Source: an optimization exercise on an open RTL-to-GDS flow (aim: small area, a short achievable clock period and few clock cycles per item). Production flows keep margins and buffers that such runs may drop. At most, simulation tests tie the RTL to the original design; equivalence was not proved. No activity file was given, so power comes from the tool's default toggle rates.

==> 08-18 <==
// json_stream_tokenizer_top
module json_stream_tokenizer_top (
  input  logic        clk,
  input  logic        rst,
  input  logic        in_valid,
  output logic        in_ready,
  input  logic        in_cmd,
  input  logic [7:0]  in_char_byte,
  output logic        out_valid,
  input  logic        out_ready,
  output logic [3:0]  out_event_res,
  output logic        out_number_is_real,
  output logic        out_in_key,
  output logic [20:0] out_code_point,
  output logic [1:0]  out_status,
  output logic [23:0] out_line_number,
  output logic [23:0] out_column_number,
  output logic        out_last_of_run
);
  logic acc, take, pend, two;
  jst_queue u_queue (
    .clk       (clk),
    .rst       (rst),
    .in_valid  (in_valid),
    .in_ready  (in_ready),
    .out_ready (out_ready),
    .out_valid (out_valid),
    .two       (two),
    .acc       (acc),
    .take      (take),
    .pend      (pend)
  );
  jst_core u_core (
    .clk                (clk),
    .rst                (rst),
    .acc                (acc),
    .take               (take),
    .pend               (pend),
    .cmd                (in_cmd),
    .char_byte          (in_char_byte),
    .two                (two),
    .out_event_res      (out_event_res),
    .out_number_is_real (out_number_is_real),
    .out_in_key         (out_in_key),
    .out_code_point     (out_code_point),
    .out_status         (out_status),
    .out_line_number    (out_line_number),
    .out_column_number  (out_column_number)
  );
  assign out_last_of_run = !pend;
endmodule
==> module jst_queue, before the edit <==
module jst_queue (
  input  logic clk,
  input  logic rst,
  input  logic in_valid,
  output logic in_ready,
  input  logic out_ready,
  output logic out_valid,
  input  logic two,         
  output logic acc,         
  output logic take,        
  output logic pend         
);
  assign take     = out_valid && out_ready;
  assign in_ready = !out_valid || (out_ready && !pend);
  assign acc      = in_valid && in_ready;
  always_ff @(posedge clk) begin
    if (rst) out_valid <= 1'b0;
    else if (acc) out_valid <= 1'b1;
    else if (take && !pend) out_valid <= 1'b0;
  end
  always_ff @(posedge clk) begin
    if (acc) pend <= two;
    else if (take) pend <= 1'b0;
  end
endmodule
==> module json_stream_tokenizer_top, before the edit <==
module json_stream_tokenizer_top (
  input  logic        clk,
  input  logic        rst,
  input  logic        in_valid,
  output logic        in_ready,
  input  logic        in_cmd,
  input  logic [7:0]  in_char_byte,
  output logic        out_valid,
  input  logic        out_ready,
  output logic [3:0]  out_event_res,
  output logic        out_number_is_real,
  output logic        out_in_key,
  output logic [20:0] out_code_point,
  output logic [1:0]  out_status,
  output logic [23:0] out_line_number,
  output logic [23:0] out_column_number,
  output logic        out_last_of_run
);
  logic acc, take, pend, two;
  jst_queue u_queue (
    .clk       (clk),
    .rst       (rst),
    .in_valid  (in_valid),
    .in_ready  (in_ready),
    .out_ready (out_ready),
    .out_valid (out_valid),
    .two       (two),
    .acc       (acc),
    .take      (take),
    .pend      (pend)
  );
  jst_core u_core (
    .clk                (clk),
    .rst                (rst),
    .acc                (acc),
    .take               (take),
    .pend               (pend),
    .cmd                (in_cmd),
    .char_byte          (in_char_byte),
    .two                (two),
    .out_event_res      (out_event_res),
    .out_number_is_real (out_number_is_real),
    .out_in_key         (out_in_key),
    .out_code_point     (out_code_point),
    .out_status         (out_status),
    .out_line_number    (out_line_number),
    .out_column_number  (out_column_number)
  );
  assign out_last_of_run = !pend;
endmodule
export LEC_CHECK = 0
export CAP_MARGIN = 20
export CORE_MARGIN = 2
export CORE_UTILIZATION = 40
export SETUP_SLACK_MARGIN = 3.0
export SLEW_MARGIN = 20
create_clock -name core_clock -period 6.0 [get_ports {clk}]
standard.sh (not shown) runs the stock make flow with config.mk's settings and CLKGATE_MAP_FILE= SYNTH_SCRIPT=/design/flow/synth_recipe.tcl, a recipe that flattens the netlist after the stock synthesis.
==> flow/flow/run.sh <==
#!/bin/bash
# Standard layout, with the port buffers inserted as buf_2 cells instead of the
# delay-buffer cell that buffer_ports picks by default.
set -euo pipefail
export BUFFER_PORTS_ARGS="-buffer_cell sky130_fd_sc_hd__buf_2"
bash standard.sh finish > standard_finish.log 2>&1
==> inputs of 03-19, as changes to 08-18 <==
--- a/flow/design.v
+++ b/flow/design.v
@@ -105,17 +105,14 @@
   assign num_cont = (state != S_ZERO && dig) ||
                     (b == "." && (state == S_NUM || state == S_ZERO)) ||
                     ((b == "e" || b == "E") && state != S_EXPNUM);
   always_comb begin
     state_next       = state;
     depth_next       = depth;
     just_opened_next = just_opened;
-    hex_idx_next     = hex_idx;
-    str_key_next     = str_key;
-    cp_next          = cp;
     push             = 1'b0;
     pop              = 1'b0;
     push_kind        = 1'b0;
     ev0              = jst_pkg::EV_NONE;
     real0            = 1'b0;
     close_kind0      = 1'b0;
     two              = 1'b0;
@@ -146,34 +143,28 @@
                 just_opened_next = 1'b1;
                 ev0              = push_kind ? jst_pkg::EV_OBJ_OPEN : jst_pkg::EV_ARR_OPEN;
                 state_next       = push_kind ? S_KEY : S_VALUE;
               end
             end else if (b == "t") state_next = S_T1;
             else if (b == "f") state_next = S_F1;
             else if (b == "n") state_next = S_N1;
-            else if (b == "\"") begin
-              str_key_next = 1'b0;
-              state_next   = S_STR;
-            end else if (b == "-" || dig) begin
+            else if (b == "\"") state_next = S_STR; else if (b == "-" || dig) begin
               ev0        = jst_pkg::EV_NUM_CHAR;
-              cp_next    = CpW'(b);
               state_next = (b == "-") ? S_SIGN : (b == "0") ? S_ZERO : S_NUM;
             end else if (b == "]" && dnz && !top_obj && just_opened) begin
               ev0        = jst_pkg::EV_ARR_CLOSE;
               pop        = 1'b1;
               state_next = d1 ? S_DONE : S_COMMA;
             end else state_next = S_ERR;
           end
         end
         S_KEY: begin
           if (!ws) begin
-            if (b == "\"") begin
-              str_key_next = 1'b1;
-              state_next   = S_STR;
-            end else if (b == "}" && just_opened) begin
+            if (b == "\"") state_next = S_STR;
+            else if (b == "}" && just_opened) begin
               ev0        = jst_pkg::EV_OBJ_CLOSE;
               pop        = 1'b1;
               state_next = d1 ? S_DONE : S_COMMA;
             end else state_next = S_ERR;
           end
         end
         S_COLON: if (!ws) state_next = (b == ":") ? S_VALUE : S_ERR;
@@ -198,100 +189,65 @@
         end
         S_STR: begin
           if (b == "\"") begin
             ev0        = str_key ? jst_pkg::EV_KEY_END : jst_pkg::EV_STR_END;
             state_next = str_key ? S_COLON : vdone;
           end else if (b == "\\") state_next = S_ESC;
           else if (b < 8'h20) state_next = S_ERR;
-          else begin
-            ev0     = jst_pkg::EV_STR_CHAR;
-            cp_next = CpW'(b);
-          end
+          else ev0 = jst_pkg::EV_STR_CHAR;
         end
         S_ESC: begin
           ev0        = jst_pkg::EV_STR_CHAR;
           state_next = S_STR;
-          case (b)
-            "\"":    cp_next = CpW'(8'h22);
-            "\\":    cp_next = CpW'(8'h5C);
-            "/":     cp_next = CpW'(8'h2F);
-            "b":     cp_next = CpW'(8'h08);
-            "f":     cp_next = CpW'(8'h0C);
-            "n":     cp_next = CpW'(8'h0A);
-            "r":     cp_next = CpW'(8'h0D);
-            "t":     cp_next = CpW'(8'h09);
-            "u": begin
-              ev0          = jst_pkg::EV_NONE;
-              hex_idx_next = '0;
-              state_next   = S_UHEX;
-            end
-            default: begin
-              ev0        = jst_pkg::EV_NONE;
-              state_next = S_ERR;
-            end
-          endcase
+          if (b == "u") begin
+            ev0        = jst_pkg::EV_NONE;
+            state_next = S_UHEX;
+          end else if (!(b == "\"" || b == "\\" || b == "/" || b == "b" || b == "f" ||
+                         b == "n" || b == "r" || b == "t")) begin
+            ev0        = jst_pkg::EV_NONE;
+            state_next = S_ERR;
+          end
         end
         S_UHEX: begin
           if (!hexv) state_next = S_ERR;
-          else begin
-            hex_idx_next = hex_idx + 2'd1;
-            cp_next      = {5'd0, cp[11:0], hv};
-            if (hex_idx == 2'd3) begin
-              if (cp[11:6] == 6'b110110) begin
-                cp_next[20:11] = {cp[5:0], hv};
-                state_next     = S_PB;
-              end else begin
-                ev0        = jst_pkg::EV_STR_CHAR;
-                state_next = S_STR;
-              end
+          else if (hex_idx == 2'd3) begin
+            if (cp[11:6] == 6'b110110) state_next = S_PB;
+            else begin
+              ev0        = jst_pkg::EV_STR_CHAR;
+              state_next = S_STR;
             end
           end
         end
         S_PB: state_next = (b == "\\") ? S_PU : S_ERR;
-        S_PU: begin
-          if (b == "u") begin
-            hex_idx_next = '0;
-            state_next   = S_LHEX;
-          end else state_next = S_ERR;
-        end
+        S_PU: state_next = (b == "u") ? S_LHEX : S_ERR;
         S_LHEX: begin
           if (!hexv) state_next = S_ERR;
-          else begin
-            hex_idx_next = hex_idx + 2'd1;
-            cp_next[9:0] = {cp[5:0], hv};
-            if (hex_idx == 2'd0) cp_next[10] = hv != 4'hD;
-            if (hex_idx == 2'd1) cp_next[10] = cp[10] || hv[3:2] != 2'b11;
-            if (hex_idx == 2'd3) begin
-              if (!cp[10]) begin
-                ev0            = jst_pkg::EV_STR_CHAR;
-                cp_next[20:10] = {1'b0, cp[20:11]} + 11'h040;
-                state_next     = S_STR;
-              end else state_next = S_ERR;
-            end
+          else if (hex_idx == 2'd3) begin
+            if (!cp[10]) begin
+              ev0        = jst_pkg::EV_STR_CHAR;
+              state_next = S_STR;
+            end else state_next = S_ERR;
           end
         end
         S_SIGN, S_DOT, S_EXPSIGN: begin
           if (dig) begin
             ev0        = jst_pkg::EV_NUM_CHAR;
-            cp_next    = CpW'(b);
             state_next = (state == S_SIGN) ? ((b == "0") ? S_ZERO : S_NUM) :
                          (state == S_DOT) ? S_FRAC : S_EXPNUM;
           end else state_next = S_ERR;
         end
         S_EXP: begin
           if (dig || b == "-" || b == "+") begin
             ev0        = jst_pkg::EV_NUM_CHAR;
-            cp_next    = CpW'(b);
             state_next = dig ? S_EXPNUM : S_EXPSIGN;
           end else state_next = S_ERR;
         end
         S_NUM, S_ZERO, S_FRAC, S_EXPNUM: begin
           if (num_cont) begin
-            ev0     = jst_pkg::EV_NUM_CHAR;
-            cp_next = CpW'(b);
+            ev0 = jst_pkg::EV_NUM_CHAR;
             if (b == ".") state_next = S_DOT;
             else if (b == "e" || b == "E") state_next = S_EXP;
           end else begin
             ev0   = jst_pkg::EV_NUM_END;
             real0 = state[1];
             if (!dnz) begin
               state_next = ws ? S_DONE : S_AFTER;
@@ -322,14 +278,51 @@
         end
         default: begin
         end
       endcase
       if (pop) depth_next = depth - DepthW'(1);
     end
   end
+  always_comb begin
+    hex_idx_next = (state == S_UHEX || state == S_LHEX) ? hex_idx + 2'd1 : 2'd0;
+    str_key_next = (state == S_KEY) ? 1'b1 : (state == S_VALUE) ? 1'b0 : str_key;
+    cp_next      = CpW'(b);
+    case (state)
+      S_ESC: begin
+        case (b)
+          "b":     cp_next = CpW'(8'h08);
+          "f":     cp_next = CpW'(8'h0C);
+          "n":     cp_next = CpW'(8'h0A);
+          "r":     cp_next = CpW'(8'h0D);
+          "t":     cp_next = CpW'(8'h09);
+          default: cp_next = CpW'(b);
+        endcase
+      end
+      S_UHEX: begin
+        cp_next = {5'd0, cp[11:0], hv};
+        if (hex_idx == 2'd3 && cp[11:6] == 6'b110110) cp_next[20:11] = {cp[5:0], hv};
+      end
+      S_PB, S_PU: cp_next = cp;
+      S_LHEX: begin
+        cp_next      = cp;
+        cp_next[9:0] = {cp[5:0], hv};
+        if (hex_idx == 2'd0) cp_next[10] = hv != 4'hD;
+        if (hex_idx == 2'd1) cp_next[10] = cp[10] || hv[3:2] != 2'b11;
+        if (hex_idx == 2'd3) cp_next[20:10] = {1'b0, cp[20:11]} + 11'h040;
+      end
+      default: ;
+    endcase
+  end
+  always_ff @(posedge clk) begin
+    if (acc && cmd == jst_pkg::CMD_CHAR) begin
+      hex_idx <= hex_idx_next;
+      str_key <= str_key_next;
+      cp      <= cp_next;
+    end
+  end
   always_ff @(posedge clk) begin
     if (rst) begin
       state <= S_VALUE;
       depth <= '0;
       line  <= '0;
       col   <= '0;
     end else if (acc) begin
@@ -338,17 +331,14 @@
       line  <= line_next;
       col   <= col_next;
     end
   end
   always_ff @(posedge clk) begin
     if (acc) begin
       just_opened <= just_opened_next;
-      hex_idx     <= hex_idx_next;
-      str_key     <= str_key_next;
-      cp          <= cp_next;
       ev          <= ev0;
       real_q      <= real0;
       close_kind  <= close_kind0;
       status_q    <= (state_next[4:2] == 3'b000) ? state_next[1:0] : 2'd0;
       key_q       <= str_key_next && (ev0 == jst_pkg::EV_STR_CHAR || ev0 == jst_pkg::EV_KEY_END);
       cpen_q      <= ev0 == jst_pkg::EV_STR_CHAR || ev0 == jst_pkg::EV_NUM_CHAR;
     end else if (take && pend) begin
@@ -370,35 +360,50 @@
   assign out_in_key         = key_q;
   assign out_code_point     = cp & {CpW{cpen_q}};
   assign out_status         = status_q;
   assign out_line_number    = line;
   assign out_column_number  = col;
 endmodule
 module jst_queue (
-  input  logic clk,
-  input  logic rst,
-  input  logic in_valid,
-  output logic in_ready,
-  input  logic out_ready,
-  output logic out_valid,
-  input  logic two,         
-  output logic acc,         
-  output logic take,        
-  output logic pend         
+  input  logic       clk,
+  input  logic       rst,
+  input  logic       in_valid,
+  output logic       in_ready,
+  input  logic       in_cmd,
+  input  logic [7:0] in_char_byte,
+  input  logic       out_ready,
+  output logic       out_valid,
+  input  logic       two,         
+  output logic       go,          
+  output logic       cmd,         
+  output logic [7:0] char_byte,
+  output logic       pend         
 );
+  logic a_v, take, in_acc;
   assign take     = out_valid && out_ready;
-  assign in_ready = !out_valid || (out_ready && !pend);
-  assign acc      = in_valid && in_ready;
+  assign go       = a_v && (!out_valid || (out_ready && !pend));
+  assign in_ready = !a_v || go;
+  assign in_acc   = in_valid && in_ready;
+  always_ff @(posedge clk) begin
+    if (rst) a_v <= 1'b0;
+    else if (in_ready) a_v <= in_valid;
+  end
+  always_ff @(posedge clk) begin
+    if (in_acc) begin
+      cmd       <= in_cmd;
+      char_byte <= in_char_byte;
+    end
+  end
   always_ff @(posedge clk) begin
     if (rst) out_valid <= 1'b0;
-    else if (acc) out_valid <= 1'b1;
+    else if (go) out_valid <= 1'b1;
     else if (take && !pend) out_valid <= 1'b0;
   end
   always_ff @(posedge clk) begin
-    if (acc) pend <= two;
+    if (go) pend <= two;
     else if (take) pend <= 1'b0;
   end
 endmodule
 module json_stream_tokenizer_top (
   input  logic        clk,
   input  logic        rst,
   input  logic        in_valid,
@@ -412,35 +417,41 @@
   output logic        out_in_key,
   output logic [20:0] out_code_point,
   output logic [1:0]  out_status,
   output logic [23:0] out_line_number,
   output logic [23:0] out_column_number,
   output logic        out_last_of_run
 );
-  logic acc, take, pend, two;
+  logic       go, take, pend, two;
+  logic       cmd;
+  logic [7:0] char_byte;
+  assign take = out_valid && out_ready;
   jst_queue u_queue (
     .clk       (clk),
     .rst       (rst),
     .in_valid  (in_valid),
     .in_ready  (in_ready),
+    .in_cmd    (in_cmd),
+    .in_char_byte (in_char_byte),
     .out_ready (out_ready),
     .out_valid (out_valid),
     .two       (two),
-    .acc       (acc),
-    .take      (take),
+    .go        (go),
+    .cmd       (cmd),
+    .char_byte (char_byte),
     .pend      (pend)
   );
   jst_core u_core (
     .clk                (clk),
     .rst                (rst),
-    .acc                (acc),
+    .acc                (go),
     .take               (take),
     .pend               (pend),
-    .cmd                (in_cmd),
-    .char_byte          (in_char_byte),
+    .cmd                (cmd),
+    .char_byte          (char_byte),
     .two                (two),
     .out_event_res      (out_event_res),
     .out_number_is_real (out_number_is_real),
     .out_in_key         (out_in_key),
     .out_code_point     (out_code_point),
     .out_status         (out_status),
     .out_line_number    (out_line_number),
==> flow/config.mk (replaced) <==
export PLATFORM = sky130hd
export DESIGN_NAME = json_stream_tokenizer_top
export DESIGN_NICKNAME = json_stream_tokenizer_top
export VERILOG_FILES = /design/flow/design.v
export SDC_FILE = /design/flow/constraint.sdc
export NUM_CORES = 4
export LEC_CHECK = 0
export CAP_MARGIN = 20
export CORE_MARGIN = 2
export CORE_UTILIZATION = 55
export SETUP_SLACK_MARGIN = 3.0
export SLEW_MARGIN = 20
==> inputs of 10-08, as changes to 08-18 <==
--- a/flow/design.v
+++ b/flow/design.v
@@ -370,35 +370,68 @@
   assign out_in_key         = key_q;
   assign out_code_point     = cp & {CpW{cpen_q}};
   assign out_status         = status_q;
   assign out_line_number    = line;
   assign out_column_number  = col;
 endmodule
 module jst_queue (
-  input  logic clk,
-  input  logic rst,
-  input  logic in_valid,
-  output logic in_ready,
-  input  logic out_ready,
-  output logic out_valid,
-  input  logic two,         
-  output logic acc,         
-  output logic take,        
-  output logic pend         
+  input  logic       clk,
+  input  logic       rst,
+  input  logic       in_valid,
+  output logic       in_ready,
+  input  logic       in_cmd,
+  input  logic [7:0] in_char_byte,
+  input  logic       out_ready,
+  output logic       out_valid,
+  input  logic       two,         
+  output logic       go,          
+  output logic       cmd,         
+  output logic [7:0] char_byte,
+  output logic       pend         
 );
+  logic       a_v, b_v;
+  logic       b_cmd;
+  logic [7:0] b_byte;
+  logic       take, in_acc, a_free;
   assign take     = out_valid && out_ready;
-  assign in_ready = !out_valid || (out_ready && !pend);
-  assign acc      = in_valid && in_ready;
+  assign go       = a_v && (!out_valid || (out_ready && !pend));
+  assign in_ready = !b_v;
+  assign in_acc   = in_valid && !b_v;
+  assign a_free   = go || !a_v;
+  always_ff @(posedge clk) begin
+    if (rst) begin
+      a_v <= 1'b0;
+      b_v <= 1'b0;
+    end else if (a_free) begin
+      a_v <= b_v || in_acc;
+      b_v <= 1'b0;
+    end else if (in_acc) begin
+      b_v <= 1'b1;
+    end
+  end
+  always_ff @(posedge clk) begin
+    if (a_free && b_v) begin
+      cmd       <= b_cmd;
+      char_byte <= b_byte;
+    end else if (a_free && in_acc) begin
+      cmd       <= in_cmd;
+      char_byte <= in_char_byte;
+    end
+    if (!a_free && in_acc) begin
+      b_cmd  <= in_cmd;
+      b_byte <= in_char_byte;
+    end
+  end
   always_ff @(posedge clk) begin
     if (rst) out_valid <= 1'b0;
-    else if (acc) out_valid <= 1'b1;
+    else if (go) out_valid <= 1'b1;
     else if (take && !pend) out_valid <= 1'b0;
   end
   always_ff @(posedge clk) begin
-    if (acc) pend <= two;
+    if (go) pend <= two;
     else if (take) pend <= 1'b0;
   end
 endmodule
 module json_stream_tokenizer_top (
   input  logic        clk,
   input  logic        rst,
   input  logic        in_valid,
@@ -412,35 +445,41 @@
   output logic        out_in_key,
   output logic [20:0] out_code_point,
   output logic [1:0]  out_status,
   output logic [23:0] out_line_number,
   output logic [23:0] out_column_number,
   output logic        out_last_of_run
 );
-  logic acc, take, pend, two;
+  logic       go, take, pend, two;
+  logic       cmd;
+  logic [7:0] char_byte;
+  assign take = out_valid && out_ready;
   jst_queue u_queue (
     .clk       (clk),
     .rst       (rst),
     .in_valid  (in_valid),
     .in_ready  (in_ready),
+    .in_cmd    (in_cmd),
+    .in_char_byte (in_char_byte),
     .out_ready (out_ready),
     .out_valid (out_valid),
     .two       (two),
-    .acc       (acc),
-    .take      (take),
+    .go        (go),
+    .cmd       (cmd),
+    .char_byte (char_byte),
     .pend      (pend)
   );
   jst_core u_core (
     .clk                (clk),
     .rst                (rst),
-    .acc                (acc),
+    .acc                (go),
     .take               (take),
     .pend               (pend),
-    .cmd                (in_cmd),
-    .char_byte          (in_char_byte),
+    .cmd                (cmd),
+    .char_byte          (char_byte),
     .two                (two),
     .out_event_res      (out_event_res),
     .out_number_is_real (out_number_is_real),
     .out_in_key         (out_in_key),
     .out_code_point     (out_code_point),
     .out_status         (out_status),
     .out_line_number    (out_line_number),
--- a/flow/config.mk
+++ b/flow/config.mk
@@ -4,9 +4,9 @@
 export VERILOG_FILES = /design/flow/design.v
 export SDC_FILE = /design/flow/constraint.sdc
 export NUM_CORES = 4
 export LEC_CHECK = 0
 export CAP_MARGIN = 20
 export CORE_MARGIN = 2
 export CORE_UTILIZATION = 40
-export SETUP_SLACK_MARGIN = 3.0
+export SETUP_SLACK_MARGIN = 3.5
 export SLEW_MARGIN = 20
==> run summary <==
skew final about 18 ps; drt pass-1 iters 6; Worst Setup Path Type register to register; status no timing/DRC/antenna violations; multi-input gates between 900 and 1000; Cells after DPL about 1600; Pwr Density 187 nW/um2; Crit path arrival time between 3000 and 4000 ps; fin cells 1778; routed len/inst 20.1 um; area grow syn2layout 41.3%; Seq Cell Count 181; startpoint types register
The numbers above come from 10-08.

==> run summary <==
status no timing/DRC/antenna violations; fin cells 1448; Worst Setup Path Type register to register; Crit path arrival time 3400 ps; Cells after DPL 1349; clk tree area frac 4.96%; area grow syn2layout 20.9%; startpoint types register; Pwr Density about 220 nW/um2; largest cells by area after synthesis dfxtp_1 26%, edfxtp_1 14%, a222oi_1 6.6%; routed len/inst 19.2 um; Worst-Margin Slew 779 ps; drt pass-1 iters 9; multi-input gates 760; skew final 10.8 ps
The numbers above come from 03-19.

==> run summary <==
Crit path arrival time between 3000 and 4000 ps; skew final 18.6 ps; Worst Setup Path Type primary input to register; multi-input gates ~810; status no timing/DRC/antenna violations; Seq Cell Count 161; drt pass-1 iters 11; Pwr Density 210 nW/um2; Cells after DPL around 1500; area grow syn2layout 31.8%
The numbers above come from 08-18.

Testbench counts of 03-19, summed over its fixed seeds: cycles 48,368, bytes 48,352.
No functional check of the RTL was part of 08-18 and 10-08.

afterwards: timing with drivers on the ports:
In the flow no input, the clock included, has a driving cell. The finished layouts below were timed again as built, in two steps.
Step 1: set_driving_cell puts a clkbuf_16 on clk and a buf_2 on each other input, an assumption about the parent block.
Step 2 also shifts input and output timing later by t, the mid clock arrival at the registers, as if the neighbouring blocks saw the same clock.
Three values: ideal, step 1, step 2; two values: the first two.
run	t, ns	slack for setup (ns)	worst data-port slew with drivers (ns)
08-18	0.484	2.667 / 2.628 / 2.143	0.09
03-19	0.474	2.911 / 2.911 / 2.508	0.03
10-08	0.478	3.080 / 3.080 / 2.876	0.05
After both steps every run listed still meets setup and hold. The setup slack of 08-18, which loses most, moves by -0.039 ns with the drivers and by -0.524 ns with both steps.
